Source: an optimization exercise on an open RTL-to-GDS flow (aim: small area). Production flows keep margins and buffers that such runs may drop. The RTL was checked by simulation tests, not by an equivalence proof against the original design.

==> flow/design.v, too long to show whole: its modules and the start of the top module <==
// module dac_cond_channel: 77 lines
// module dac_cond_fa: 4 lines
// module dac_cond_ha: 4 lines
// module dac_cond_sel: 3 lines
// module dac_cond_sel0: 3 lines
// module dac_cond_x: 3 lines
// module dac_cond_xn: 3 lines
// module dac_cond_mul_a: 854 lines
// module dac_cond_mul_c: 841 lines
// module dac_output_conditioner: 76 lines
module dac_output_conditioner
#(
  parameter int DAC_DATA_WIDTH = 14,
  parameter int IN_DATA_WIDTH  = 16,
  parameter int GAIN_WIDTH     = 16
) (
  input  logic                             aclk,
  input  logic                             rst,
  input  logic signed [IN_DATA_WIDTH-1:0]  in_a,
  input  logic signed [IN_DATA_WIDTH-1:0]  in_b,
  input  logic signed [GAIN_WIDTH-1:0]     gain_a,
  input  logic signed [GAIN_WIDTH-1:0]     gain_b,
  input  logic signed [DAC_DATA_WIDTH-1:0] offset_a,
  input  logic signed [DAC_DATA_WIDTH-1:0] offset_b,
  input  logic                             enable_a,
  input  logic                             enable_b,
  input  logic [dac_cond_pkg::ENV_W-1:0]   ramp_step,
  input  logic                             sat_clr,
  output logic signed [DAC_DATA_WIDTH-1:0] dat_a_o,
  output logic signed [DAC_DATA_WIDTH-1:0] dat_b_o,
  output logic [1:0]                       state_a,
  output logic [1:0]                       state_b,
  output logic [dac_cond_pkg::SAT_CNT_W-1:0] sat_cnt_a,
  output logic [dac_cond_pkg::SAT_CNT_W-1:0] sat_cnt_b
);
  // ...
==> flow/run.sh <==
#!/bin/bash
# synth_recipe.tcl (not shown) runs the flow's synth.tcl, then flattens the netlist and writes it again
# the make line also repeats each setting of config.mk as NAME=value (left out here)
make -C /OpenROAD-flow-scripts/flow DESIGN_CONFIG=/design/flow/config.mk WORK_HOME=/design/flow/orfs CLKGATE_MAP_FILE= SYNTH_SCRIPT=/design/flow/synth_recipe.tcl finish
==> flow/config.mk <==
export PLATFORM = sky130hd
export DESIGN_NAME = dac_output_conditioner
export DESIGN_NICKNAME = dac_output_conditioner
export VERILOG_FILES = /design/flow/design.v
export SDC_FILE = /design/flow/constraint.sdc
export NUM_CORES = 4
export LEC_CHECK = 0
export CAP_MARGIN = 20
export CORE_MARGIN = 2
export CORE_UTILIZATION = 40
export GPL_TIMING_DRIVEN = 0
export SLEW_MARGIN = 20
export SYNTH_HIERARCHICAL = 1
==> flow/constraint.sdc <==
create_clock -name core_clock -period 8.0 [get_ports {aclk}]
set_input_delay 1.6000 -clock core_clock [delete_from_list [all_inputs] [get_ports {aclk}]]
set_output_delay 1.6000 -clock core_clock [all_outputs]
set_load 0.01 [all_outputs]
==> results.txt, run 1 <==
outcome no timing/DRC/antenna violations; clock buffer depth 2; met1 Usage GRT between 30% and 40%; total CTS buffers 17; die area 79200 um^2; ys flop type dfxtp_1; Worst Tran Pin Value 1160 ps; unique cell type count in the Yosys netlist between 80 and 90; worst path required time 8390 ps; share of cells above drive strength 1 just under 9%; initial antenna violation count 0; CP max-delay cell dfxtp_1; Post-CTS Setup Bufs 6; Die X 281 um; Placeable Area about 76000 um^2; count leader, synth o22ai_1; Worst-path clk slew ~80 ps; largest family of logic cells by synthesized area adder cells; Clock-cell share under 10%; cts hold-fix bufs 0; GR Util met2 a little over a third; routed length on met2 approximately 40000 um; crit path buf inv count 2; post_cts resized 32; top cell category multi-input gates; Final Net Count 4345; CP startpoint kind flip-flop; Crit. path cell count 23; WHS Path Cells 0; largest net degree at the start of global routing 25; area grow syn2layout 16.8%
==> run 2, diff against run 1 <==
--- a/flow/config.mk
+++ b/flow/config.mk
@@ -8,6 +8,5 @@
 export CAP_MARGIN = 20
 export CORE_MARGIN = 2
 export CORE_UTILIZATION = 40
-export GPL_TIMING_DRIVEN = 0
 export SLEW_MARGIN = 20
 export SYNTH_HIERARCHICAL = 1
==> run 2 against run 1 <==
  * Synthesized cell count did not move
  * Register-to-register slack improved by 260 ps
  * First-iteration DRC count fell by 8.3%
  * Global-route usage fell by 0.57 points
  * Sequential share of layout area fell by 0.079 points
  * Still clean on timing, DRC and antenna
  * Count of clock-buffer cells in the layout fell by 1
  * Non-clock buffer count rose by 69
  * Die area did not move
  * Via count fell by 0.39%
==> results.txt, run 2 <==
outcome no timing/DRC/antenna violations (unchanged); Root Driver clkbuf_16 (unchanged); Clock Latency Late Sink 470 ps (about the same); Placed Area 35100 um^2 (was 34300 um^2); CP Class input pin to flip-flop (was flip-flop to flip-flop); setup TNS 0 ps (unchanged); Slew Limit Headroom 34.8% (was 22.6%); routability cong. 0.902 (was 0.861); shortest period the worst path allows 7620 ps (was 7690 ps); global-route wire length before repair 139000 um (was 142000 um); final WL 86000 um (was 88400 um); max cap viols 0 (unchanged); post-route cell area 35700 um^2 (was 36000 um^2); crit-path cells clkdlybuf4s50_1 > nor2_1 > a21oi_1 > o22ai_1 > xor2_1 > fa_1 > fa_1 > ha_1 > ha_1 > ha_1 > o22a_1 > and3_1 > a221o_1 > a2bb2oi_1 > o22ai_1 > o2bb2ai_1 > fa_1 > fa_1 > a21o_1 > a21o_1 > a211oi_1 > o21ai_0 > o41ai_1 > xnor2_1 (was inv_1 > and3_1 > a21oi_2 > o22ai_1 > xnor2_1 > fa_1 > fa_1 > fa_1 > fa_1 > ha_1 > o21ai_2 > a21boi_2 > o211ai_2 > a21oi_2 > or4_4 > a31o_1 > o41ai_2 > xor2_1 > nand4_1 > o211ai_1 > o21ai_1 > clkbuf_2 > o21ai_0); Initial Util 40.5% (unchanged); Place WS -37.2 ps (was -1080 ps); setup ws final 378 ps (was 313 ps); Pre-Repair DR Iteration Count 7 (was 6); DRC Markers 0 (unchanged); Avg Synthesized Cell Area 9.18 um^2 (unchanged); Synth Instances 3354 (unchanged); RSZ-0062 raised after global routing no; unique cell type count in the Yosys netlist 81 (unchanged); Core Util, Final 47.0% (was 47.3%); fillcell total 7453 (was 7328); Final Net Count 4414 (was 4345); CP max-delay cell clkdlybuf4s50_1 (was dfxtp_1); fmax 131 MHz (was 130 MHz); register area 3920 um^2 (was 3980 um^2); Crit path top cell by count fa_1 (unchanged); synthesized area 30800 um^2 (unchanged); vias 26343 (was 26446); #FFs+latches synth 196 (unchanged); drt initial violations 2027 (was 2211); most frequent cells in the layout o22ai_1, fa_1, xnor2_1 (unchanged); CTS tree yes (unchanged); Boundary Pins 176 (unchanged); Max stage delay on crit path 650 ps (was 1090 ps); initial antenna violation count 1 (was 0); Arr. time, crit path 8010 ps (was 8080 ps); most common cell after layout, fill and taps aside o22ai_1 (unchanged); total global routing overflow 0 (unchanged); Worst-path clk slew 80 ps (about the same); commonest cells in the netlist o22ai_1, fa_1, xnor2_1 (unchanged); worst path required time 8390 ps (about the same); Final Max Slew Viols 0 (unchanged); part of the Yosys area used for sequential elements 12.7% (unchanged); area grow syn2layout 16.0% (was 16.8%); H-tree Lvls 4 (unchanged); Synth warnings 8 (unchanged); HPWL after DPL 69100 um (was 64100 um); crit path buf inv count 1 (was 2); Clock Sinks 196 (unchanged); Placeable Area 76100 um^2 (unchanged); ys async rst share 0% (unchanged); largest net degree at the start of global routing 33 (was 25); n_diodes 0 (unchanged); ys flop type dfxtp_1 (unchanged); element type at the critical path end flip-flop (unchanged); final period utilization 95.3% (was 96.1%); DR vias/cell 5.54 (was 5.65); Rows 101 (unchanged); Worst Tran Pin Value 971 ps (was 1160 ps); Post-synth EDFFs 0 (unchanged); count leader, synth o22ai_1 (unchanged); die area 79200 um^2 (unchanged); Die Ht 281 um (unchanged); Final Hold Viols 0 (unchanged); total CTS buffers 17 (unchanged); Die X 281 um (unchanged); clock buffer depth 2 (unchanged); Hold Crit Class flip-flop to flip-flop (unchanged); final setup fails 0 (unchanged); global-route usage over all layers 21.6% (was 22.2%); share of cells above drive strength 1 7.68% (was 8.68%); CP top delay family compound AO/OA/AOI/OAI gates (unchanged); CP startpoint kind input pin (was flip-flop); cts hold-fix bufs 0 (unchanged); port bufs 175 (was 173); vias in the first global route 25303 (was 26085); dominant cells by area after synthesis fa_1, dfxtp_1, xnor2_1 (unchanged); multi-input logic area 25600 um^2 (was 26300 um^2); Fin Clk Skew 13.0 ps (was 12.6 ps); leading area contributor after synthesis fa_1 (unchanged); crit path max fanout 8 (was 19); Final ANT Viol Nets 0 (unchanged); DR WL/cell 18.1 um (was 18.9 um); share of the synthesized area in the top cell type 25.2% (unchanged)
## run 2: per-module statistics from Yosys (local to each module, per instance), excerpt
module / flops+latches / copies in the design / cell area, um^2 / cells
dac_cond_mul_c: 0 / 2 / 1770 / 263
dac_cond_mul_a: 0 / 2 / 1370 / 214
dac_output_conditioner: 2 / 1 / 131 / 16
dac_cond_fa: 0 / 378 / 20.0 / 1
dac_cond_ha: 0 / 54 / 12.5 / 1
dac_cond_x: 0 / 256 / 8.76 / 1
dac_cond_xn: 0 / 286 / 8.76 / 1
dac_cond_sel: 0 / 490 / 6.26 / 1
dac_cond_sel0: 0 / 52 / 3.75 / 1
## run 2: worst paths after layout
check | endpoint | slack (ps) | cells after the start | startpoint
min reg2reg | u_ch_a.p2d_q[13]$_DFF_P_ | 330 | 0 | u_ch_a.p2_q[13]$_DFF_P_
max reg2reg | u_ch_a.c_q[11]$_DFF_P_ | 570 | 32 | u_ch_a.p2d_q[2]$_DFF_P_
max | u_ch_b.p2_q[10]$_DFF_P_ | 380 | 24 | gain_b[3]
min | u_ch_a.p2d_q[13]$_DFF_P_ | 330 | 0 | u_ch_a.p2_q[13]$_DFF_P_
## run 2: final cells by class
| class | count | share of cell area (%) |
|---|---|---|
| multi-input cells | 2845 | 71.8 |
| flip-flops and latches | 196 | 11.0 |
| repair buffers | 366 | 8.93 |
| well taps | 1030 | 3.61 |
| inverters | 283 | 2.98 |
| clock buffers | 17 | 1.19 |
| clock inverters | 15 | 0.515 |
## run 2: layer usage
metal	GRT usage, %	share of wire, %
met1	31.2	47
met2	34.0	45
met3	3.26	6.6
met4	4.83	1.6
met5	0	0.0081
## run 2: cells by family (layout without fill, tap and decap cells)
logic type	after synthesis	count (layout)	share of synthesized area (%)
muxes	8	8	0.268
buffers and inverters	313	681	4.08
AOI/OAI and AO/OA	921	921	19.3
and+or+nand+nor	618	618	9.94
DFF	196	196	12.7
xor gates and xnor gates	697	697	19.8
adders and majority gates	601	601	33.8
## run 2: what timing repair did
action	in CTS	in global routing
endpoints found under the setup margin	0	27
setup buffers	0	1
gates resized for setup	0	6
## run 2: through the flow
| stage | hold WS [ps] | instances |
|---|---|---|
| floorplan | 310 | 3354 |
| global placement | 310 | 4719 |
| detailed placement | 312 | 4719 |
| CTS | 326 | 4751 |
| global route | 327 | 4752 |
| finish | 326 | 4752 |
==> module dac_cond_channel, before the edit <==
module dac_cond_channel
#(
  parameter int DAC_DATA_WIDTH = 14,
  parameter int IN_DATA_WIDTH  = 16,
  parameter int GAIN_WIDTH     = 16
) (
  input  logic                             clk_i,
  input  logic                             rst_i,
  input  logic                             kill_i,
  input  logic                             step_zero_i,
  input  logic signed [IN_DATA_WIDTH-1:0]  in_i,
  input  logic signed [GAIN_WIDTH-1:0]     gain_i,
  input  logic signed [DAC_DATA_WIDTH-1:0] offset_i,
  input  logic                             enable_i,
  input  logic [dac_cond_pkg::ENV_W-1:0]   ramp_step_i,
  input  logic                             sat_clr_i,
  output logic signed [DAC_DATA_WIDTH-1:0] dat_o,
  output logic [1:0]                       state_o,
  output logic [dac_cond_pkg::SAT_CNT_W-1:0] sat_cnt_o
);
  logic [1:0]        state_q;
  logic [13:0]       env_q;
  logic              on;
  logic [15:0]       env_x, step_x, env_r;
  logic              done;
  assign on     = state_q[1] & ~state_q[0];
  assign env_x  = {1'b0, on, env_q};
  assign step_x = {1'b0, ramp_step_i};
  assign env_r  = enable_i ? env_x + step_x : env_x - step_x;
  assign done   = step_zero_i | (enable_i ? (env_r[15:14] != 2'b00)
                                          : (env_r[15] | (env_r == 16'd0)));
  always_ff @(posedge clk_i) begin
    if (rst_i) begin
      state_q <= 2'b00;
      env_q   <= '0;
    end else begin
      state_q <= {enable_i == done, ~done};
      env_q   <= done ? 14'd0 : env_r[13:0];
    end
  end
    logic signed [17:0] p2_q, p2d_q;
  logic signed [17:0] p2_d;
  dac_cond_mul_a u_mul_a (.a(in_i), .b(gain_i), .o(offset_i), .y(p2_d));
  logic        [17:0] m3;    
  logic signed [17:0] p3;
  logic               sat;
  logic signed [13:0] c_q;
  logic               sat_q;
  logic signed [13:0] dat_q;
  dac_cond_mul_c u_mul_c (.p(p2d_q), .e(env_q), .yn(m3));
  assign p3  = on ? p2d_q : $signed(~m3);
  assign sat = (p3[17:13] != 5'b00000) & (p3[17:13] != 5'b11111);
  always_ff @(posedge clk_i) begin
    p2_q  <= p2_d;
    p2d_q <= p2_q;
    c_q   <= sat ? {p3[17], {13{~p3[17]}}} : p3[13:0];
    sat_q <= sat;
  end
  always_ff @(posedge clk_i) begin
    if (rst_i | kill_i) begin
      dat_q <= '0;
    end else begin
      dat_q <= c_q;
    end
  end
  assign dat_o   = dat_q;
  assign state_o = state_q;
  logic [15:0] sat_cnt_q;
  always_ff @(posedge clk_i) begin
    if (rst_i | sat_clr_i) begin
      sat_cnt_q <= '0;
    end else if (sat_q & ~kill_i & ~&sat_cnt_q) begin
      sat_cnt_q <= sat_cnt_q + 1'b1;
    end
  end
  assign sat_cnt_o = sat_cnt_q;
endmodule
==> run 3, diff against run 2 <==
--- a/flow/design.v
+++ b/flow/design.v
@@ -44,7 +44,22 @@
   assign on     = state_q[1] & ~state_q[0];
   assign env_x  = {1'b0, on, env_q};
   assign step_x = {1'b0, ramp_step_i};
-  assign env_r  = enable_i ? env_x + step_x : env_x - step_x;
+  logic [15:0] env_b;
+  logic [10:0] env_c;
+  logic [15:10] env_r0, env_r1;
+  logic [16:10] env_c0, env_c1;
+  assign env_b    = step_x ^ {16{~enable_i}};
+  assign env_c[0] = ~enable_i;
+  for (genvar k = 0; k < 10; k++) begin : g_env_lo
+    dac_cond_fa u_fa (.a(env_x[k]), .b(env_b[k]), .c(env_c[k]), .s(env_r[k]), .co(env_c[k+1]));
+  end
+  assign env_c0[10] = 1'b0;
+  assign env_c1[10] = 1'b1;
+  for (genvar k = 10; k < 16; k++) begin : g_env_hi
+    dac_cond_fa u_fa0 (.a(env_x[k]), .b(env_b[k]), .c(env_c0[k]), .s(env_r0[k]), .co(env_c0[k+1]));
+    dac_cond_fa u_fa1 (.a(env_x[k]), .b(env_b[k]), .c(env_c1[k]), .s(env_r1[k]), .co(env_c1[k+1]));
+  end
+  assign env_r[15:10] = env_c[10] ? env_r1 : env_r0;
   assign done   = step_zero_i | (enable_i ? (env_r[15:14] != 2'b00)
                                           : (env_r[15] | (env_r == 16'd0)));
   always_ff @(posedge clk_i) begin
@@ -83,12 +98,17 @@
   end
   assign dat_o   = dat_q;
   assign state_o = state_q;
-  logic [15:0] sat_cnt_q;
+  logic [15:0] sat_cnt_q, sat_cnt_s;
+  logic [16:0] sat_cnt_c;
+  assign sat_cnt_c[0] = sat_q & ~kill_i & ~&sat_cnt_q;
+  for (genvar k = 0; k < 16; k++) begin : g_cnt_inc
+    dac_cond_ha u_ha (.a(sat_cnt_q[k]), .b(sat_cnt_c[k]), .s(sat_cnt_s[k]), .co(sat_cnt_c[k+1]));
+  end
   always_ff @(posedge clk_i) begin
     if (rst_i | sat_clr_i) begin
       sat_cnt_q <= '0;
-    end else if (sat_q & ~kill_i & ~&sat_cnt_q) begin
-      sat_cnt_q <= sat_cnt_q + 1'b1;
+    end else begin
+      sat_cnt_q <= sat_cnt_s;
     end
   end
   assign sat_cnt_o = sat_cnt_q;
--- a/flow/config.mk
+++ b/flow/config.mk
@@ -5,8 +5,8 @@
 export SDC_FILE = /design/flow/constraint.sdc
 export NUM_CORES = 4
 export LEC_CHECK = 0
-export CAP_MARGIN = 20
+export CAP_MARGIN = 0
 export CORE_MARGIN = 2
 export CORE_UTILIZATION = 40
-export SLEW_MARGIN = 20
+export SLEW_MARGIN = 0
 export SYNTH_HIERARCHICAL = 1
==> run 3 against run 2 <==
  * Largest cell class unchanged
  * Sequential cell count unchanged
  * Die area down 3.6%
  * Synthesized cell count down 9.5%
  * Worst hold slack worse by 3.4 ps
  * Critical path depth up 1
  * Highest routed layer is now met4
  * Critical path type unchanged
  * Non-clock buffer count up 31
  * Still clean
==> results.txt, run 3 <==
CP startpoint gain_b[1] (was gain_b[3]); Die Ht 276 um (was 281 um); vias in the first global route 24150 (was 25303); unique cell type count in the Yosys netlist 74 (was 81); Final Net Count 4177 (was 4414); setup TNS 0 ps (unchanged); die area 76400 um^2 (was 79200 um^2); Pre-Repair DR Iteration Count 6 (was 7); setup ws final 365 ps (was 378 ps); total CTS buffers 17 (unchanged); cts hold-fix bufs 0 (unchanged); Die X 276 um (was 281 um); Boundary Pins 176 (unchanged); post-route cell area 34900 um^2 (was 35700 um^2); area grow syn2layout 17.5% (was 16.0%); RSZ-0062 raised after global routing no (unchanged); element type at the critical path end flip-flop (unchanged); final WL 82800 um (was 86000 um); Final Hold Viols 0 (unchanged); DR vias/cell 5.53 (was 5.54); CP top delay family adder cells (was compound AO/OA/AOI/OAI gates); Place WS -118 ps (was -37.2 ps); Arr. time, crit path 7990 ps (was 8010 ps); DR WL/cell 18.8 um (was 18.1 um); crit path max fanout 8 (unchanged); outcome no timing/DRC/antenna violations (unchanged); Crit path top cell by count fa_1 (unchanged); DRC Markers 0 (unchanged); n_diodes 0 (unchanged); final period utilization 95.4% (was 95.3%); multi-input logic area 24700 um^2 (was 25600 um^2); register area 3930 um^2 (was 3920 um^2); initial antenna violation count 0 (was 1); Root Driver clkbuf_16 (unchanged); Worst Tran Pin Value 893 ps (was 971 ps); hold path startpoint u_ch_b.p2_q[9]$_DFF_P_ (was u_ch_a.p2_q[13]$_DFF_P_); port bufs 175 (unchanged); Slew Limit Headroom 40.4% (was 34.8%); commonest cells in the netlist o22ai_1, fa_1, xnor2_1 (unchanged); ys flop type dfxtp_1 (unchanged); shortest period the worst path allows 7630 ps (was 7620 ps); fillcell total 6974 (was 7453); Fin Clk Skew 12.6 ps (was 13.0 ps); total global routing overflow 0 (unchanged); Clock Latency Late Sink 470 ps (about the same); Post-synth EDFFs 0 (unchanged); crit path buf inv count 2 (was 1); worst path required time 8360 ps (was 8390 ps); max cap viols 0 (unchanged); routability cong. 0.911 (was 0.902); Rows 99 (was 101); HPWL after DPL 65900 um (was 69100 um); reg2reg start u_ch_b.p2d_q[4]$_DFF_P_ (was u_ch_a.p2d_q[2]$_DFF_P_); global-route usage over all layers 21.5% (was 21.6%); ys async rst share 0% (unchanged); share of cells above drive strength 1 9.52% (was 7.68%); #FFs+latches synth 196 (unchanged); H-tree Lvls 4 (unchanged); Clock Sinks 196 (unchanged); Final Non-Filler Cells 4406 (was 4752); Placeable Area 73200 um^2 (was 76100 um^2); CP startpoint kind input pin (unchanged); Max stage delay on crit path 550 ps (was 650 ps); share of the synthesized area in the top cell type 29.0% (was 25.2%); CP max-delay cell clkdlybuf4s50_1 (unchanged); Avg Synthesized Cell Area 9.77 um^2 (was 9.18 um^2); leading area contributor after synthesis fa_1 (unchanged); largest net degree at the start of global routing 32 (was 33); Final ANT Viol Nets 0 (unchanged); Synth warnings 8 (unchanged); part of the Yosys area used for sequential elements 13.2% (was 12.7%); Final Max Slew Viols 0 (unchanged); Placed Area 34200 um^2 (was 35100 um^2); cell total after placement 4374 (was 4719); drt initial violations 2100 (was 2027); Initial Util 40.5% (about the same); vias 24384 (was 26343); CP Class input pin to flip-flop (unchanged); CTS tree yes (unchanged); final setup fails 0 (unchanged); FF-to-FF setup slack 510 ps (was 570 ps); global-route wire length before repair 134000 um (was 139000 um); Synth Instances 3036 (was 3354); most common cell after layout, fill and taps aside o22ai_1 (unchanged); fmax 131 MHz (about the same); clock buffer depth 2 (unchanged); most frequent cells in the layout o22ai_1, fa_1, xnor2_1 (unchanged); dominant cells by area after synthesis fa_1, dfxtp_1, xnor2_1 (unchanged); Worst-path clk slew 80 ps (about the same); Hold Crit Class flip-flop to flip-flop (unchanged); synthesized area 29700 um^2 (was 30800 um^2); count leader, synth o22ai_1 (unchanged)
-- run 3: cell types whose count changed after synthesis, sizes merged, moves of 28 or more --
cell   change
xor2      -48
inv       -28
and2      +52
nor2      -98
fa        +42
nand2     -36
o21ai     -28
a21oi     -44
-- run 3: cells by family after synthesis --
logic type	Yosys count	share of synthesized area [%]
buf+inv	277	3.67
flops	196	13.2
simple gates	462	8.32
xor+xnor	655	19.3
compound gates	777	16.7
fa+ha+maj	643	37.9
other cells	4	0.0506
mux	22	0.751
-- run 3: area by class of cell --
| class | instances | share of cell area, % |
|---|---|---|
| Multi-Input combinational cell | 2567 | 70.9 |
| Clock inverter | 15 | 0.578 |
| Inverter | 255 | 2.75 |
| Tap cell | 959 | 3.44 |
| Timing Repair Buffer | 397 | 9.85 |
| Sequential cell | 196 | 11.3 |
| Clock buffer | 17 | 1.22 |
-- run 3: modules after synthesis, one instance, submodules excluded, a selection --
module / flops+latches / times used
dac_cond_mul_a: 0 / 2
dac_output_conditioner: 2 / 1
dac_cond_sel: 0 / 490
dac_cond_xn: 0 / 286
dac_cond_ha: 0 / 86
dac_cond_mul_c: 0 / 2
dac_cond_sel0: 0 / 52
dac_cond_x: 0 / 256
dac_cond_fa: 0 / 422
-- run 3: layer usage --
metal | vias up | track usage, % | part of all wire [%]
met5 | - | 0 | 0
met4 | 0 | 5.07 | 1.9
met3 | 78 | 3.43 | 7.9
met2 | 1000 | 33.2 | 44
met1 | 11824 | 31.4 | 46
li1 | 11482 | - | -
-- run 3: repair_timing --
item | in CTS | in global routing
buffers inserted | 0 | 0
gates resized for setup | 0 | 9
setup endpoints to repair | 0 | 25
endpoints found under the hold margin | 0 | 0
-- run 3: path summary, 6_finish.rpt --
path,depth (start not counted),end
setup / recovery,25,u_ch_b.p2_q[16]$_DFF_P_
hold / removal,0,u_ch_b.p2d_q[9]$_DFF_P_
setup reg to reg,33,u_ch_b.c_q[1]$_DFF_P_
hold reg to reg,0,u_ch_b.p2d_q[9]$_DFF_P_
-- run 3: through the flow --
stage | util (%) | hold WS, ps
floorplan | - | 310
global placement | 46.7 | 311
detailed placement | 46.7 | 312
CTS | 47.6 | 326
global route | 47.6 | 332
finish | 47.6 | 323
==> run 4, diff against run 3 <==
--- a/flow/config.mk
+++ b/flow/config.mk
@@ -5,8 +5,8 @@
 export SDC_FILE = /design/flow/constraint.sdc
 export NUM_CORES = 4
 export LEC_CHECK = 0
-export CAP_MARGIN = 0
+export CAP_MARGIN = 10
 export CORE_MARGIN = 2
 export CORE_UTILIZATION = 40
-export SLEW_MARGIN = 0
+export SLEW_MARGIN = 10
 export SYNTH_HIERARCHICAL = 1
==> run 4 against run 3 <==
  * Still clean
  * Non-clock buffer count unchanged
  * Register-to-register slack about the same
  * Die area unchanged
  * Global-route usage unchanged
  * Critical path type unchanged
==> results.txt, run 4 <==
outcome no timing/DRC/antenna violations (unchanged); dominant cells by area after synthesis fa_1, dfxtp_1, xnor2_1 (unchanged); Pre-Repair DR Iteration Count 6 (unchanged); worst path required time 8360 ps (about the same); post-route cell area 34900 um^2 (unchanged); DR vias/cell 5.53 (unchanged); Crit path top cell by count fa_1 (unchanged); Fin Clk Skew 12.6 ps (unchanged); Final Net Count 4177 (unchanged); setup TNS 0 ps (unchanged); Final ANT Viol Nets 0 (unchanged); fmax 131 MHz (unchanged); Initial Util 40.5% (unchanged); Slew Limit Headroom 40.4% (unchanged); part of the Yosys area used for sequential elements 13.2% (unchanged); R2R depth 33 (unchanged); Die X 276 um (unchanged); global-route wire length before repair 134000 um (unchanged); Clock Latency Late Sink 470 ps (about the same); drt initial violations 2100 (unchanged); port bufs 175 (unchanged); largest net degree at the start of global routing 32 (unchanged); Placed Area 34200 um^2 (unchanged); RR Endpoint u_ch_b.c_q[1]$_DFF_P_ (unchanged); final WL 82800 um (unchanged); HPWL after DPL 65900 um (unchanged); fillcell total 6974 (unchanged); total global routing overflow 0 (unchanged); Worst Tran Pin Value 893 ps (unchanged); share of cells above drive strength 1 9.52% (unchanged); Boundary Pins 176 (unchanged); final period utilization 95.4% (unchanged); Die Ht 276 um (unchanged); Post-synth EDFFs 0 (unchanged); routability cong. 0.911 (unchanged); n_diodes 0 (unchanged); crit path buf inv count 2 (unchanged); total CTS buffers 17 (unchanged); element type at the critical path end flip-flop (unchanged); #FFs+latches synth 196 (unchanged); DR WL/cell 18.8 um (unchanged); global-route usage over all layers 21.5% (unchanged); Root Driver clkbuf_16 (unchanged); CP startpoint kind input pin (unchanged); Core Util, Final 47.6% (unchanged); Max stage delay on crit path 550 ps (about the same); most common cell after layout, fill and taps aside o22ai_1 (unchanged); DRC Markers 0 (unchanged); vias in the first global route 24150 (unchanged); crit path max fanout 8 (unchanged); Final Max Slew Viols 0 (unchanged); shortest period the worst path allows 7630 ps (unchanged); count leader, synth o22ai_1 (unchanged); Synth Instances 3036 (unchanged); Post-CTS Setup Bufs 0 (unchanged); CP Class input pin to flip-flop (unchanged); CTS tree yes (unchanged); ys async rst share 0% (unchanged); Hold Crit Class flip-flop to flip-flop (unchanged); ys flop type dfxtp_1 (unchanged); FF-to-FF setup slack 510 ps (about the same); leading area contributor after synthesis fa_1 (unchanged); area grow syn2layout 17.5% (unchanged); most frequent cells in the layout o22ai_1, fa_1, xnor2_1 (unchanged); Clock Sinks 196 (unchanged); Final Hold Viols 0 (unchanged); reg2reg start u_ch_b.p2d_q[4]$_DFF_P_ (unchanged); max cap viols 0 (unchanged); Worst Hold End u_ch_b.p2d_q[9]$_DFF_P_ (unchanged); initial antenna violation count 0 (unchanged); Placeable Area 73200 um^2 (unchanged); synthesized area 29700 um^2 (unchanged); RSZ-0062 raised after global routing no (unchanged); unique cell type count in the Yosys netlist 74 (unchanged); Synth warnings 8 (unchanged); Arr. time, crit path 7990 ps (about the same); final setup fails 0 (unchanged); share of the synthesized area in the top cell type 29.0% (unchanged); CP top delay family adder cells (unchanged); clock buffer depth 2 (unchanged); Avg Synthesized Cell Area 9.77 um^2 (unchanged); hold path startpoint u_ch_b.p2_q[9]$_DFF_P_ (unchanged); WHS Path Cells 0 (unchanged); vias 24384 (unchanged); die area 76400 um^2 (unchanged); H-tree Lvls 4 (unchanged); Worst-path clk slew 80 ps (about the same); commonest cells in the netlist o22ai_1, fa_1, xnor2_1 (unchanged); CP max-delay cell clkdlybuf4s50_1 (unchanged); Rows 99 (unchanged)
## run 4: cell counts after synthesis
No cell type changed its count.
## run 4: metal layers
metal  routed length (um)  GRT usage, %  share of wire (%)
met5                    0             0                  0
met4                 1570          5.07                1.9
met3                 6530          3.43                7.9
met2                36700          33.2                 44
met1                38000          31.4                 46
## run 4: layout make-up
class / count / area (um^2) / share of cell area, %
multi-input combinational: 2567 / 24700 / 70.9
sequential: 196 / 3930 / 11.3
timing repair buffer: 397 / 3430 / 9.85
tap: 959 / 1200 / 3.44
inverter: 255 / 960 / 2.75
clock buffer: 17 / 425 / 1.22
clock inverter: 15 / 201 / 0.578
## run 4: Yosys stat by module, one instance, submodules excluded, excerpt
module                  copies in the design  flops+latches  cells inside  cell area, um^2
dac_cond_ha                               86              0             1             12.5
dac_cond_sel                             490              0             1             6.26
dac_cond_mul_c                             2              0           263             1770
dac_cond_x                               256              0             1             8.76
dac_output_conditioner                     1              2            16              131
dac_cond_xn                              286              0             1             8.76
dac_cond_mul_a                             2              0           203             1310
dac_cond_sel0                             52              0             1             3.75
dac_cond_fa                              422              0             1             20.0
## run 4: metrics by stage
step	hold WS (ps)	cells	setup slack, ps
final	323	4406	365
after global routing	332	4406	4.03
after CTS	326	4406	247
after detailed placement	312	4374	-118
after global placement	311	4374	-55.7
after floorplan	310	3040	303
## run 4: kinds of logic (layout without fill, tap and decap cells)
logic type                 after synthesis  after routing  synth area share, %
DFF                                    196            196                 13.2
and+or+nand+nor                        462            462                 8.32
other                                    4              8               0.0506
AOI/OAI and AO/OA                      777            777                 16.7
adders and majority gates              643            643                 37.9
xor gates and xnor gates               655            655                 19.3
buffers and inverters                  277            684                 3.67
muxes                                   22             22                0.751
## run 4: timing repair
item	in CTS	in global routing
setup endpoints to repair	0	25
hold buffers	0	0
gates resized for setup	0	9
## run 4: worst max-delay path by stage
stage | startpoint | endpoint | slack (ps) | cells after the start
finish | gain_b[1] | u_ch_b.p2_q[16]$_DFF_P_ | 370 | 25
global route | gain_b[1] | u_ch_b.p2_q[16]$_DFF_P_ | 4 | 23
floorplan | u_ch_a.p2d_q[5]$_DFF_P_ | u_ch_a.c_q[11]$_DFF_P_ | 300 | 33
detailed placement | gain_a[3] | u_ch_a.p2_q[16]$_DFF_P_ | -120 | 25
CTS | u_ch_b.p2d_q[1]$_DFF_P_ | u_ch_b.c_q[1]$_DFF_P_ | 250 | 31
global placement | gain_a[3] | u_ch_a.p2_q[16]$_DFF_P_ | -60 | 25
==> run 5, diff against run 4 <==
--- a/flow/config.mk
+++ b/flow/config.mk
@@ -5,8 +5,8 @@
 export SDC_FILE = /design/flow/constraint.sdc
 export NUM_CORES = 4
 export LEC_CHECK = 0
-export CAP_MARGIN = 10
+export CAP_MARGIN = 20
 export CORE_MARGIN = 2
 export CORE_UTILIZATION = 40
-export SLEW_MARGIN = 10
+export SLEW_MARGIN = 20
 export SYNTH_HIERARCHICAL = 1
==> run 5 against run 4 <==
  * Still clean on timing, DRC and antenna
  * Worst setup slack unchanged
  * Register-to-register slack about the same
  * Cell area unchanged
  * Count of clock-buffer cells in the layout unchanged
  * Cell count unchanged
==> results.txt, run 5 <==
initial antenna violation count 0 (unchanged); Avg Synthesized Cell Area 9.77 um^2 (unchanged); #FFs+latches synth 196 (unchanged); ys flop type dfxtp_1 (unchanged); Final ANT Viol Nets 0 (unchanged); count leader, synth o22ai_1 (unchanged); Worst Tran Pin Value 893 ps (unchanged); crit path max fanout 8 (unchanged); share of the synthesized area in the top cell type 29.0% (unchanged); global-route usage over all layers 21.5% (unchanged); Slew Limit Headroom 40.4% (unchanged); Rows 99 (unchanged); HPWL after DPL 65900 um (unchanged); DRC Markers 0 (unchanged); vias in the first global route 24150 (unchanged); largest net degree at the start of global routing 32 (unchanged); leading area contributor after synthesis fa_1 (unchanged); setup TNS 0 ps (unchanged); port bufs 175 (unchanged); Pre-Repair DR Iteration Count 6 (unchanged); shortest period the worst path allows 7630 ps (unchanged); outcome no timing/DRC/antenna violations (unchanged); Post-synth EDFFs 0 (unchanged); RSZ-0062 raised after global routing no (unchanged); CP Class input pin to flip-flop (unchanged); Initial Util 40.5% (unchanged); worst path required time 8360 ps (about the same); H-tree Lvls 4 (unchanged); routability cong. 0.911 (unchanged); synthesized area 29700 um^2 (unchanged); share of cells above drive strength 1 9.52% (unchanged); Synth Instances 3036 (unchanged); vias 24384 (unchanged); Place WS -118 ps (unchanged); fmax 131 MHz (unchanged); DR WL/cell 18.8 um (unchanged); total CTS buffers 17 (unchanged); n_diodes 0 (unchanged); CTS tree yes (unchanged); most frequent cells in the layout o22ai_1, fa_1, xnor2_1 (unchanged); DR vias/cell 5.53 (unchanged); Fin Clk Skew 12.6 ps (unchanged); Root Driver clkbuf_16 (unchanged); ys async rst share 0% (unchanged); Hold Crit Class flip-flop to flip-flop (unchanged); Die X 276 um (unchanged); total global routing overflow 0 (unchanged); unique cell type count in the Yosys netlist 74 (unchanged); Placeable Area 73200 um^2 (unchanged); setup ws final 365 ps (unchanged); Clock Latency Late Sink 470 ps (about the same); Arr. time, crit path 7990 ps (about the same); Boundary Pins 176 (unchanged); Final Net Count 4177 (unchanged); Final Hold Viols 0 (unchanged); CP startpoint kind input pin (unchanged); Die Ht 276 um (unchanged); area grow syn2layout 17.5% (unchanged); fillcell total 6974 (unchanged); drt initial violations 2100 (unchanged); Clock Sinks 196 (unchanged); most common cell after layout, fill and taps aside o22ai_1 (unchanged); global-route wire length before repair 134000 um (unchanged); final period utilization 95.4% (unchanged); Final Max Slew Viols 0 (unchanged); max cap viols 0 (unchanged); dominant cells by area after synthesis fa_1, dfxtp_1, xnor2_1 (unchanged); part of the Yosys area used for sequential elements 13.2% (unchanged); commonest cells in the netlist o22ai_1, fa_1, xnor2_1 (unchanged); final setup fails 0 (unchanged); worst hold slack 323 ps (unchanged); element type at the critical path end flip-flop (unchanged); final WL 82800 um (unchanged); die area 76400 um^2 (unchanged); Synth warnings 8 (unchanged); Worst-path clk slew 80 ps (about the same); clock buffer depth 2 (unchanged)
run 5: cell counts after synthesis:
No cell type changed its count.
run 5: path summary, 6_finish.rpt:
check / startpoint / endpoint / slack [ps] / cells after the start
worst min register to register: u_ch_b.p2_q[9]$_DFF_P_ / u_ch_b.p2d_q[9]$_DFF_P_ / 320 / 0
worst max-delay path: gain_b[1] / u_ch_b.p2_q[16]$_DFF_P_ / 370 / 25
worst max register to register: u_ch_b.p2d_q[4]$_DFF_P_ / u_ch_b.c_q[1]$_DFF_P_ / 510 / 33
worst min-delay path: u_ch_b.p2_q[9]$_DFF_P_ / u_ch_b.p2d_q[9]$_DFF_P_ / 320 / 0
run 5: per-layer routing:
| layer | up-vias | wire [um] | track usage (%) |
|---|---|---|---|
| met1 | 11824 | 38000 | 31.4 |
| li1 | 11482 | - | - |
| met2 | 1000 | 36700 | 33.2 |
| met4 | 0 | 1570 | 5.07 |
| met3 | 78 | 6530 | 3.43 |
| met5 | - | 0 | 0 |
run 5: cell families (layout without fill, tap and decap cells):
group	Yosys count	in the layout	synth area share (%)
AO/OA/AOI/OAI	777	777	16.7
XOR/XNOR	655	655	19.3
adder cells (fa/ha/maj)	643	643	37.9
buffers and inverters	277	684	3.67
flip-flops	196	196	13.2
multiplexers	22	22	0.751
other	4	8	0.0506
AND/OR/NAND/NOR	462	462	8.32
run 5: what timing repair did:
item                                    CTS  global route
endpoints found under the setup margin    0            25
resized for setup                         0             9
hold buffers                              0             0
buffers inserted                          0             0
run 5: per-module statistics from Yosys, one instance, submodules excluded, excerpt:
module                  copies in the design  cell area, um^2  flops+latches
dac_cond_xn                              286             8.76              0
dac_cond_sel                             490             6.26              0
dac_cond_mul_c                             2             1770              0
dac_cond_fa                              422             20.0              0
dac_cond_sel0                             52             3.75              0
dac_output_conditioner                     1              131              2
dac_cond_ha                               86             12.5              0
dac_cond_x                               256             8.76              0
dac_cond_mul_a                             2             1310              0
run 5: critical path, stage by stage:
cell and delay, ps:
clkdlybuf4s50_1 550, buf_4 210, nand2_1 130, o22ai_1 170, xor2_1 220, fa_1 470, fa_1 470, ha_1 210
ha_1 290, a31oi_1 150, nor2_1 70, maj3_4 330, a211o_1 280, o22ai_2 120, nor3_1 70, o32a_1 360
fa_1 410, fa_1 420, a211o_1 290, a21oi_1 180, o21a_1 190, o21ai_1 80, o41ai_1 390, o22ai_1 170
xor2_1 160
run 5: final cells by class:
| type | instances | area [um^2] | area share, % |
|---|---|---|---|
| clock inverter | 15 | 201 | 0.578 |
| clock buffer | 17 | 425 | 1.22 |
| inverter | 255 | 960 | 2.75 |
| multi-input combinational | 2567 | 24700 | 70.9 |
| timing repair buffer | 397 | 3430 | 9.85 |
| tap | 959 | 1200 | 3.44 |
| sequential | 196 | 3930 | 11.3 |
run 5: metrics by stage:
stage                     instances  util (%)  cell area (um^2)
after floorplan                3040         -             29700
after detailed placement       4374      46.7             34200
final                          4406      47.6             34900
after global routing           4406      47.6             34900
after global placement         4374      46.7             34200
after CTS                      4406      47.6             34800
==> run 6, diff against run 5 <==
--- a/flow/design.v
+++ b/flow/design.v
@@ -75,32 +75,28 @@
   logic signed [17:0] p2_d;
   dac_cond_mul_a u_mul_a (.a(in_i), .b(gain_i), .o(offset_i), .y(p2_d));
   logic        [17:0] m3;    
-  logic signed [17:0] p3;
+  logic signed [17:0] p3_q;
   logic               sat;
-  logic signed [13:0] c_q;
-  logic               sat_q;
   logic signed [13:0] dat_q;
   dac_cond_mul_c u_mul_c (.p(p2d_q), .e(env_q), .yn(m3));
-  assign p3  = on ? p2d_q : $signed(~m3);
-  assign sat = (p3[17:13] != 5'b00000) & (p3[17:13] != 5'b11111);
   always_ff @(posedge clk_i) begin
     p2_q  <= p2_d;
     p2d_q <= p2_q;
-    c_q   <= sat ? {p3[17], {13{~p3[17]}}} : p3[13:0];
-    sat_q <= sat;
+    p3_q  <= on ? p2d_q : $signed(~m3);
   end
+  assign sat = (p3_q[17:13] != 5'b00000) & (p3_q[17:13] != 5'b11111);
   always_ff @(posedge clk_i) begin
     if (rst_i | kill_i) begin
       dat_q <= '0;
     end else begin
-      dat_q <= c_q;
+      dat_q <= sat ? {p3_q[17], {13{~p3_q[17]}}} : p3_q[13:0];
     end
   end
   assign dat_o   = dat_q;
   assign state_o = state_q;
   logic [15:0] sat_cnt_q, sat_cnt_s;
   logic [16:0] sat_cnt_c;
-  assign sat_cnt_c[0] = sat_q & ~kill_i & ~&sat_cnt_q;
+  assign sat_cnt_c[0] = sat & ~kill_i & ~&sat_cnt_q;
   for (genvar k = 0; k < 16; k++) begin : g_cnt_inc
     dac_cond_ha u_ha (.a(sat_cnt_q[k]), .b(sat_cnt_c[k]), .s(sat_cnt_s[k]), .co(sat_cnt_c[k+1]));
   end
==> run 6 against run 5 <==
  * Maximum frequency barely moved
  * Core utilization fell by 0.44 points
  * Cell count rose by 0.30%
  * Clock skew rose by 13 ps
  * Routed wire length rose by 1.8%
  * First-iteration DRC count fell by 19%
  * Non-clock buffer count fell by 22
  * Die area rose by 0.29%
  * Area after synthesis rose by 0.30%
  * Still clean on timing, DRC and antenna
  * Sequential share of layout area rose by 0.31 points
==> results.txt, run 6 <==
outcome no timing/DRC/antenna violations (unchanged); port bufs 175 (unchanged); Synth warnings 8 (unchanged); Clock Latency Late Sink 540 ps (was 470 ps); Post-synth EDFFs 0 (unchanged); routability cong. 0.910 (was 0.911); n_diodes 0 (unchanged); CTS tree yes (unchanged); share of the synthesized area in the top cell type 28.9% (was 29.0%); vias in the first global route 24894 (was 24150); total CTS buffers 22 (was 17); RSZ-0062 raised after global routing no (unchanged); Synth Instances 3058 (was 3036); DR vias/cell 5.52 (was 5.53); Final Net Count 4178 (was 4177); post-route cell area 34900 um^2 (about the same); Root Driver clkbuf_16 (unchanged); shortest period the worst path allows 7630 ps (about the same); crit path max fanout 6 (was 8); clock buffer depth 3 (was 2); Die X 277 um (was 276 um); commonest cells in the netlist o22ai_1, fa_1, xnor2_1 (unchanged); share of cells above drive strength 1 8.99% (was 9.52%); global-route wire length before repair 136000 um (was 134000 um); DRC Markers 0 (unchanged); fillcell total 7124 (was 6974); part of the Yosys area used for sequential elements 13.6% (was 13.2%); drt initial violations 1709 (was 2100); dominant cells by area after synthesis fa_1, dfxtp_1, xnor2_1 (unchanged); #FFs+latches synth 202 (was 196); Slew Limit Headroom 41.2% (was 40.4%); largest net degree at the start of global routing 38 (was 32); most frequent cells in the layout o22ai_1, fa_1, xnor2_1 (unchanged); Fin Clk Skew 25.7 ps (was 12.6 ps); CP startpoint kind input pin (unchanged); initial antenna violation count 0 (unchanged); element type at the critical path end flip-flop (unchanged); Clock Sinks 202 (was 196); fmax 131 MHz (about the same); unique cell type count in the Yosys netlist 75 (was 74); area grow syn2layout 17.4% (was 17.5%); HPWL after DPL 65000 um (was 65900 um); Placed Area 34100 um^2 (was 34200 um^2); ys async rst share 0% (unchanged); final WL 84300 um (was 82800 um); leading area contributor after synthesis fa_1 (unchanged); worst path required time 8400 ps (was 8360 ps); H-tree Lvls 1 (was 4); most common cell after layout, fill and taps aside o22ai_1 (unchanged); Final Hold Viols 0 (unchanged); Pre-Repair DR Iteration Count 6 (unchanged); die area 76600 um^2 (was 76400 um^2); Final Max Slew Viols 0 (unchanged); max cap viols 0 (unchanged); Avg Synthesized Cell Area 9.73 um^2 (was 9.77 um^2); Die Ht 277 um (was 276 um); CP startpoint gain_a[3] (was gain_b[1]); count leader, synth o22ai_1 (unchanged); global-route usage over all layers 21.8% (was 21.5%); Worst-path clk slew 60 ps (was 80 ps); Boundary Pins 176 (unchanged); Placeable Area 74100 um^2 (was 73200 um^2); synthesized area 29800 um^2 (was 29700 um^2); DR WL/cell 19.1 um (was 18.8 um); total global routing overflow 0 (unchanged); Arr. time, crit path 8030 ps (was 7990 ps); reg2reg start u_ch_b.p2d_q[1]$_DFF_P_ (was u_ch_b.p2d_q[4]$_DFF_P_); final period utilization 95.3% (was 95.4%); hold path startpoint u_ch_b.p2_q[14]$_DFF_P_ (was u_ch_b.p2_q[9]$_DFF_P_); Rows 100 (was 99); final setup fails 0 (unchanged); CP Class input pin to flip-flop (unchanged); Initial Util 40.2% (was 40.5%); ys flop type dfxtp_1 (unchanged); Final ANT Viol Nets 0 (unchanged); Hold Crit Class flip-flop to flip-flop (unchanged); Worst Tran Pin Value 880 ps (was 893 ps); vias 24404 (was 24384)
-- run 6: changes by cell type in the layout (fill, tap and decap cells not counted), sizes merged, moves of 4 or more --
cell / change
mux2i: -6
buf: -22
o21ai: -26
inv: -4
and2: -28
bufinv: +4
clkbuf: +10
nor2: +10
a21oi: +36
nand2: +28
dfxtp: +6
-- run 6: through the flow --
step	utilization (%)	hold WS (ps)	cells	TNS [ps]	setup slack, ps
2_1_floorplan	-	310	3062	0	305
3_3_place_gp	46.1	310	4380	-391	-143
3_5_place_dp	46.1	312	4380	-696	-208
4_1_cts	47.1	327	4419	0	332
5_1_grt	47.2	329	4419	0	69.6
6_report	47.2	325	4419	0	372
-- run 6: cell type report --
cell class                      instances  area [um^2]  share of cell area, %
Multi-Input combinational cell       2577        24600                   70.5
Tap cell                              969         1210                   3.47
Clock inverter                         12          179                  0.512
Clock buffer                           27          631                   1.80
Timing Repair Buffer                  375         3270                   9.35
Sequential cell                       202         4040                   11.6
Inverter                              257          967                   2.77
-- run 6: layer usage --
metal	up-vias	global-route usage, %	part of all wire (%)
li1	11472	-	-
met1	11953	30.9	45
met2	868	35.6	46
met3	111	2.20	6.1
met4	0	5.23	2.1
met5	-	0	0
-- run 6: per-module statistics from Yosys, one instance, submodules excluded, a selection --
module	flip-flops and latches	cells
dac_cond_mul_a	0	203
dac_cond_sel	0	1
dac_cond_fa	0	1
dac_cond_ha	0	1
dac_cond_mul_c	0	263
dac_cond_xn	0	1
dac_output_conditioner	2	16
dac_cond_x	0	1
dac_cond_sel0	0	1
-- run 6: critical path, stage by stage --
cell and delay [ps]:
clkdlybuf4s50_1 500, xnor2_1 460, o22ai_1 150, xor2_1 180, fa_1 560, fa_1 410, ha_1 200, ha_1 290
a31oi_1 150, nor2_1 80, maj3_4 340, a211o_1 300, o22ai_2 120, nor3_1 70, o32a_1 360, fa_1 440
fa_1 430, a211o_1 290, a21oi_1 210, o21a_1 210, o21ai_1 120, o41ai_2 260, o22ai_1 160, xor2_1 160
-- run 6: repair_timing --
action / in CTS / in global routing
hold buffers: 0 / 0
buffers inserted: 0 / 0
resized for setup: 0 / 3
endpoints found under the setup margin: 0 / 2
-- run 6: path summary, 6_finish.rpt --
path	endpoint	slack (ps)	cells past startpoint
hold reg to reg	u_ch_b.p2d_q[14]$_DFF_P_	330	0
setup / recovery	u_ch_a.p2_q[16]$_DFF_P_	370	24
setup reg to reg	u_ch_b.p3_q[16]$_DFF_P_	960	28
hold / removal	u_ch_b.p2d_q[14]$_DFF_P_	330	0
-- run 6: cell families after synthesis --
logic type / synth area share (%)
xor gates and xnor gates: 19.3
other: 0.0504
buffers and inverters: 3.73
AOI/OAI and AO/OA: 16.8
muxes: 0.631
DFF: 13.6
and+or+nand+nor: 8.07
adders and majority gates: 37.8

==> separate check: timing with driven ports <==
In the flow no input, the clock included, has a driving cell. The finished layouts below were timed again as built, in two steps. Step 1: set_driving_cell puts a clkbuf_16 on aclk and a buf_2 on each other input, an assumption about the parent block. Step 2 also shifts input and output timing later by t, the mid clock arrival at the registers, as if the neighbouring blocks saw the same clock. Three values: no drivers, after step 1, after step 2; two values: the first two.
| run | t, ns | slack for setup (ns) | worst setup path at the end | latest minus earliest clock arrival (ns) | worst slew at a driven data input, ns |
|---|---|---|---|---|---|
| run 1 | 0.523 | 0.313 / 0.313 / -0.117 | input to register | 0.016 / 0.016 | 0.07 |
| run 2 | 0.522 | 0.378 / 0.412 / -0.109 | input to register | 0.013 / 0.013 | 0.06 |
| run 3 | 0.516 | 0.365 / 0.397 / -0.119 | input to register | 0.015 / 0.014 | 0.06 |
| run 4 | 0.516 | 0.365 / 0.397 / -0.119 | input to register | 0.015 / 0.014 | 0.06 |
| run 5 | 0.516 | 0.365 / 0.397 / -0.119 | input to register | 0.015 / 0.014 | 0.06 |
| run 6 | 0.585 | 0.372 / 0.407 / -0.178 | input to register | 0.030 / 0.030 | 0.06 |
Met with ideal ports but missed after step 2: setup timing in every run listed. For run 6, which loses most, drivers alone change the setup slack by +0.035 ns; drivers and shift together by -0.550 ns.
